Context: an optimization exercise on an open-source flow, tuned for small area. The choices shown serve that exercise and are no tape-out recipe.
Function was checked by simulation only, so behaviour that the tests miss may differ from the original.
No driver is modelled on the clock port, so clocking that relies on it looks cheaper here than on a real chip.
Power is estimated from default activity; no workload was simulated.

alpha:
==> flow/design.v <==
package wimax_pkg;
  localparam int DATA_W_DEF    = 16;
  localparam int BURST_LEN_DEF = 96;
  localparam int N_GUARD_DEF   = 8;
  typedef enum logic [1:0] {
    ST_IDLE  = 2'd0,
    ST_GUARD = 2'd1,
    ST_DATA  = 2'd2
  } bb_state_t;
endpackage
module iq_bank_mem #(
  parameter int DATA_W = 16,
  parameter int DEPTH  = 96
) (
  input  logic              clk,
  input  logic [1:0]        shift,
  input  logic [1:0]        hold,
  input  logic [DATA_W-1:0] w_i,
  input  logic [DATA_W-1:0] w_q,
  output logic [DATA_W-1:0] h0_i,
  output logic [DATA_W-1:0] h0_q,
  output logic [DATA_W-1:0] h1_i,
  output logic [DATA_W-1:0] h1_q
);
  localparam int W = 2 * DATA_W;
  logic [1:0][W-1:0] head;
  for (genvar b = 0; b < 2; b++) begin : g_bank
    logic [W-1:0] row [DEPTH];
    logic [W-1:0] s_m, h_m;
    assign s_m = {W{shift[b]}};
    assign h_m = {W{hold[b]}};
    always_ff @(posedge clk) begin
      row[0] <= (s_m & {w_i, w_q}) | (h_m & row[0]);
      for (int k = 1; k < DEPTH; k++) row[k] <= (s_m & row[k-1]) | (h_m & row[k]);
    end
    assign head[b] = row[DEPTH-1];
  end
  assign {h0_i, h0_q} = head[0];
  assign {h1_i, h1_q} = head[1];
endmodule
import wimax_pkg::*;
module iq_burst_buffer #(
  parameter int DATA_W    = DATA_W_DEF,
  parameter int BURST_LEN = BURST_LEN_DEF,
  parameter int N_GUARD   = N_GUARD_DEF
) (
  input  logic              clk,
  input  logic              rst_n,
  input  logic [DATA_W-1:0] s_i,
  input  logic [DATA_W-1:0] s_q,
  input  logic              s_valid,
  output logic              s_ready,
  output logic [DATA_W-1:0] m_i,
  output logic [DATA_W-1:0] m_q,
  output logic              m_valid,
  input  logic              m_ready,
  output logic              m_sob,
  output logic              m_eob,
  output logic              overflow
);
  localparam int CW = $clog2(BURST_LEN);
  localparam logic [CW-1:0] LAST_IDX = CW'(BURST_LEN - 1);
  logic [1:0]        full;
  logic              w_bank, r_bank;
  logic [CW-1:0]     w_cnt, r_cnt;
  logic              busy;           
  logic              accept, w_last, rd_adv, r_last, rd_done, next_ready;
  logic [1:0]        shift, hold;
  logic [1:0]        full_c;
  logic              w_bank_c, r_bank_c, busy_c;
  logic              accept_c, w_last_c, rd_done_c;
  logic [DATA_W-1:0] rd_i, rd_q;
  logic [DATA_W-1:0] h0_i, h0_q, h1_i, h1_q;
  assign s_ready = ~full[w_bank];
  assign accept  = s_valid & s_ready;
  assign w_last  = accept & (w_cnt == LAST_IDX);
  always_ff @(posedge clk or negedge rst_n)
    if (!rst_n) begin
      w_bank   <= 1'b0;
      w_cnt    <= '0;
      overflow <= 1'b0;
    end else begin
      if (s_valid & ~s_ready) overflow <= 1'b1;
      if (accept) begin
        if (w_last) begin
          w_cnt  <= '0;
          w_bank <= ~w_bank;
        end else begin
          w_cnt  <= w_cnt + 1'b1;
        end
      end
    end
  assign rd_adv  = busy & m_ready;
  assign r_last  = (r_cnt == LAST_IDX);
  assign rd_done = rd_adv & r_last;
  assign next_ready = full[~r_bank] | (w_last & (w_bank != r_bank));
  always_ff @(posedge clk or negedge rst_n)
    if (!rst_n) begin
      full   <= '0;
      busy   <= 1'b0;
      r_cnt  <= '0;
      r_bank <= 1'b0;
    end else begin
      if (w_last)  full[w_bank] <= 1'b1;
      if (rd_done) full[r_bank] <= 1'b0;
      if (!busy) begin
        busy <= full[r_bank];
      end else if (rd_done) begin
        busy   <= next_ready;
        r_cnt  <= '0;
        r_bank <= ~r_bank;
      end else if (m_ready) begin
        r_cnt  <= r_cnt + 1'b1;
      end
    end
  assign shift[0] = (accept & ~w_bank) | (rd_adv & ~r_bank);
  assign shift[1] = (accept &  w_bank) | (rd_adv &  r_bank);
  assign accept_c  = s_valid & ~full_c[w_bank_c];
  assign w_last_c  = accept_c & (w_cnt == LAST_IDX);
  assign rd_done_c = busy_c & m_ready & r_last;
  always_ff @(posedge clk or negedge rst_n)
    if (!rst_n) begin
      full_c   <= '0;
      busy_c   <= 1'b0;
      w_bank_c <= 1'b0;
      r_bank_c <= 1'b0;
    end else begin
      if (w_last_c)  full_c[w_bank_c] <= 1'b1;
      if (rd_done_c) full_c[r_bank_c] <= 1'b0;
      if (w_last_c)  w_bank_c <= ~w_bank_c;
      if (!busy_c) begin
        busy_c <= full_c[r_bank_c];
      end else if (rd_done_c) begin
        busy_c   <= full_c[~r_bank_c] | (w_last_c & (w_bank_c != r_bank_c));
        r_bank_c <= ~r_bank_c;
      end
    end
  assign hold[0] = ~((accept_c & ~w_bank_c) | (busy_c & m_ready & ~r_bank_c));
  assign hold[1] = ~((accept_c &  w_bank_c) | (busy_c & m_ready &  r_bank_c));
  iq_bank_mem #(
    .DATA_W (DATA_W),
    .DEPTH  (BURST_LEN)
  ) u_mem (
    .clk    (clk),
    .shift  (shift),
    .hold   (hold),
    .w_i    (s_i),
    .w_q    (s_q),
    .h0_i   (h0_i),
    .h0_q   (h0_q),
    .h1_i   (h1_i),
    .h1_q   (h1_q)
  );
  logic sel0, sel1;
  assign sel0 = busy & ~r_bank;
  assign sel1 = busy &  r_bank;
  assign m_valid = busy;
  assign m_i     = ({DATA_W{sel0}} & h0_i) | ({DATA_W{sel1}} & h1_i);
  assign m_q     = ({DATA_W{sel0}} & h0_q) | ({DATA_W{sel1}} & h1_q);
  assign m_sob   = busy & (r_cnt == '0);
  assign m_eob   = busy & r_last;
endmodule
clock: 10.0 ns
lec_check: 0
cap_margin: 20
core_margin: 2
core_utilization: 65
cts_buf_list: sky130_fd_sc_hd__clkbuf_8
cts_cluster_diameter: 50
cts_cluster_size: 18
place_density: 0.72
slew_margin: 20
standard.sh (not shown) runs the stock make flow with config.mk's settings and CLKGATE_MAP_FILE= SYNTH_SCRIPT=/design/flow/synth_recipe.tcl, a recipe that flattens the netlist after the stock synthesis.
==> flow/flow/run.sh <==
#!/bin/bash
set -euo pipefail
export CTS_ARGS="-sink_clustering_enable -repair_clock_nets -dont_use_dummy_load -buf_list sky130_fd_sc_hd__clkbuf_8 -sink_clustering_size 18 -sink_clustering_max_diameter 50"
export BUFFER_PORTS_ARGS="-buffer_cell sky130_fd_sc_hd__buf_1"
export POST_CTS_TCL="$PWD/flow/post_cts.tcl"
export LEAF_SLEW_LIMIT=0.106
bash standard.sh finish > flow_make.log 2>&1
==> flow/flow/post_cts.tcl <==
# Upsize clock-tree leaf buffers whose flip-flop clock pins would see a slow
# slew after routing. The prediction is linear in the leaf net's fanout and
# half-perimeter, fitted on routed layouts of this design (clkbuf_8 leaves).
set block [ord::get_db_block]
set n_up 0
foreach inst [$block getInsts] {
  if {![string match clkbuf_leaf_* [$inst getName]]} continue
  if {[[$inst getMaster] getName] ne "sky130_fd_sc_hd__clkbuf_8"} continue
  set onet ""
  foreach it [$inst getITerms] {
    if {[$it isOutputSignal]} { set onet [$it getNet] }
  }
  if {$onet eq "" || $onet eq "NULL"} continue
  set xs {}; set ys {}; set n 0
  foreach it [$onet getITerms] {
    set bb [[$it getInst] getBBox]
    lappend xs [$bb xMin] [$bb xMax]; lappend ys [$bb yMin] [$bb yMax]
    if {![$it isOutputSignal]} { incr n }
  }
  set hp [expr {([tcl::mathfunc::max {*}$xs] - [tcl::mathfunc::min {*}$xs] + [tcl::mathfunc::max {*}$ys] - [tcl::mathfunc::min {*}$ys]) / 1000.0}]
  set pred [expr {0.0156 + 0.0038 * $n + 0.00025 * $hp}]
  if {$pred > $::env(LEAF_SLEW_LIMIT)} {
    replace_cell [get_cells [$inst getName]] sky130_fd_sc_hd__clkbuf_16
    incr n_up
    puts "post_cts: upsized [$inst getName] fanout $n hpwl $hp predicted slew $pred"
  }
}
puts "post_cts: upsized $n_up leaf buffers"
if {$n_up > 0} {
  detailed_placement
  check_placement -verbose
  estimate_parasitics -placement
}
alpha finished end to end and its layout was clean on timing, DRC and antenna.
Here is what was changed in the inputs of beta compared with alpha.
==> flow/flow/run.sh <==
#!/bin/bash
# Standard ORFS layout (the standard.sh, unchanged synthesis), with two
# changes: clock tree synthesis without dummy loads, and the smallest buffer
# for the port buffers. The make output goes to flow_make.log here; ORFS's
# per-step logs stay under orfs/logs/.
set -euo pipefail
export CTS_ARGS="-sink_clustering_enable -repair_clock_nets -dont_use_dummy_load -buf_list sky130_fd_sc_hd__clkbuf_8 -sink_clustering_size 18 -sink_clustering_max_diameter 50"
export BUFFER_PORTS_ARGS="-buffer_cell sky130_fd_sc_hd__buf_1"
bash standard.sh finish > flow_make.log 2>&1
--- a/flow/config.mk
+++ b/flow/config.mk
@@ -8,8 +8,8 @@
 export CAP_MARGIN = 20
 export CORE_MARGIN = 2
-export CORE_UTILIZATION = 65
+export CORE_UTILIZATION = 75
 export CTS_BUF_LIST = sky130_fd_sc_hd__clkbuf_8
 export CTS_CLUSTER_DIAMETER = 50
 export CTS_CLUSTER_SIZE = 18
-export PLACE_DENSITY = 0.72
+export PLACE_DENSITY = 0.82
 export SLEW_MARGIN = 20
removed: flow/flow/post_cts.tcl
==> run notes <==
Looking at arrival time at the worst endpoint across alpha and beta, the one that comes out higher is alpha. Row largest fanout of any net on the critical path: beta lower / alpha higher. What beta reported for standard-cell row count has to be multiplied by 1.07 to get the figure for alpha. Post-layout minimum cycle time, alpha and beta: higher on alpha. The lower total power of alpha and beta is in beta.

---

the baseline:
Another version of the RTL of iq_burst_buffer (not shown whole).
For scale: about 6300 cells after synthesis, roughly 73 I/O pins, ~0.19 mm^2 of cells after synthesis.
==> flow/design.v (excerpt) <==
module iq_burst_buffer #(
  parameter int DATA_W    = DATA_W_DEF,
  parameter int BURST_LEN = BURST_LEN_DEF,
  parameter int N_GUARD   = N_GUARD_DEF
) (
  input  logic              clk,
  input  logic              rst_n,
  input  logic [DATA_W-1:0] s_i,
  input  logic [DATA_W-1:0] s_q,
  input  logic              s_valid,
  output logic              s_ready,
  output logic [DATA_W-1:0] m_i,
  output logic [DATA_W-1:0] m_q,
  output logic              m_valid,
  input  logic              m_ready,
  output logic              m_sob,
  output logic              m_eob,
  output logic              overflow
);
export LEC_CHECK = 0
export CAP_MARGIN = 20
export CORE_MARGIN = 2
export CORE_UTILIZATION = 80
export CTS_BUF_LIST = sky130_fd_sc_hd__clkbuf_8
export CTS_CLUSTER_DIAMETER = 50
export CTS_CLUSTER_SIZE = 18
export PLACE_DENSITY = 0.86
export SLEW_MARGIN = 20
create_clock -name core_clock -period 10.0 [get_ports {clk}]
==> flow/flow/run.sh <==
#!/bin/bash
# Standard ORFS layout (the standard.sh, unchanged synthesis), with two
# changes: clock tree synthesis without dummy loads, and the smallest buffer
# for the port buffers. The make output goes to flow_make.log here; ORFS's
# per-step logs stay under orfs/logs/.
set -euo pipefail
export CTS_ARGS="-sink_clustering_enable -repair_clock_nets -dont_use_dummy_load -buf_list sky130_fd_sc_hd__clkbuf_8 -sink_clustering_size 18 -sink_clustering_max_diameter 50"
export BUFFER_PORTS_ARGS="-buffer_cell sky130_fd_sc_hd__buf_1"
bash standard.sh finish > flow_make.log 2>&1
Run status, the baseline: aborted in detailed placement (3_5_place_dp), error DPL-0033
For the candidate, these inputs were changed with respect to the baseline:
# the baseline
export LEC_CHECK = 0
export CAP_MARGIN = 20
export CORE_MARGIN = 2
export CORE_UTILIZATION = 80
export CTS_BUF_LIST = sky130_fd_sc_hd__clkbuf_8
export CTS_CLUSTER_DIAMETER = 50
export CTS_CLUSTER_SIZE = 18
export PLACE_DENSITY = 0.86
export SLEW_MARGIN = 20
create_clock -name core_clock -period 10.0 [get_ports {clk}]
# the candidate
export LEC_CHECK = 0
export CAP_MARGIN = 20
export CORE_MARGIN = 2
export CORE_UTILIZATION = 40
export SLEW_MARGIN = 20
create_clock -name core_clock -period 10.0 [get_ports {clk}]
==> flow/run.sh (new file) <==
#!/bin/bash
# synth_recipe.tcl (not shown) runs the flow's synth.tcl, then flattens the netlist and writes it again
# the make line also repeats each setting of config.mk as NAME=value (left out here)
make -C /OpenROAD-flow-scripts/flow DESIGN_CONFIG=/design/flow/config.mk WORK_HOME=/design/flow/orfs CLKGATE_MAP_FILE= SYNTH_SCRIPT=/design/flow/synth_recipe.tcl finish
removed: flow/flow/run.sh
removed: flow/standard.sh
==> run notes <==
- The flow did not stop early for the candidate: all stages ran, and the layout cleared the timing, DRC and antenna checks.
- The baseline has lower chip width than the candidate.
- Any difference in share of async-settable or async-resettable flops after synthesis between the candidate and the baseline is small enough to ignore.
- Re I/O pin total: no difference whatsoever between the baseline and the candidate.
- Die outline height in the candidate is 41% above the baseline.
- Looking only at initial standard-cell utilization of the core, and setting everything else aside, the higher value of the baseline and the candidate goes to the baseline.

==> static timing again, ports no longer ideal <==
The flow's constraints put no driver on any port. The routed layouts listed below were extracted and timed again, unchanged, in two steps.
Step 1 assumes that a clkbuf_16 drives the clock port and a buf_2 every other input.
Step 2 times the ports against the registers' clock, not the clock port: input delays grow and output delays shrink by t, the midpoint of the rising clock arrivals with the driver on.
Three values: ideal, step 1, step 2; two values: the first two.
| run | shift t [ns] | slack for setup (ns) | worst hold slack (ns) | clock arrival spread, ns | worst register clock-pin slew, ns |
|---|---|---|---|---|---|
| alpha | 1.151 | 4.943 / 4.843 / 4.655 | 0.386 / 0.386 / 0.386 | 0.103 / 0.103 | 0.10 / 0.10 |
| beta | 1.162 | 5.078 / 4.987 / 4.737 | 0.379 / 0.379 / 0.379 | 0.114 / 0.114 | 0.11 / 0.11 |
| the candidate | 1.091 | 5.072 / 4.974 / 4.287 | 0.380 / 0.380 / 0.380 | 0.071 / 0.072 | 0.07 / 0.07 |
After both steps setup and hold are still met in every run listed. For the candidate, which loses most, drivers alone change the setup slack by -0.098 ns; drivers and shift together by -0.785 ns.
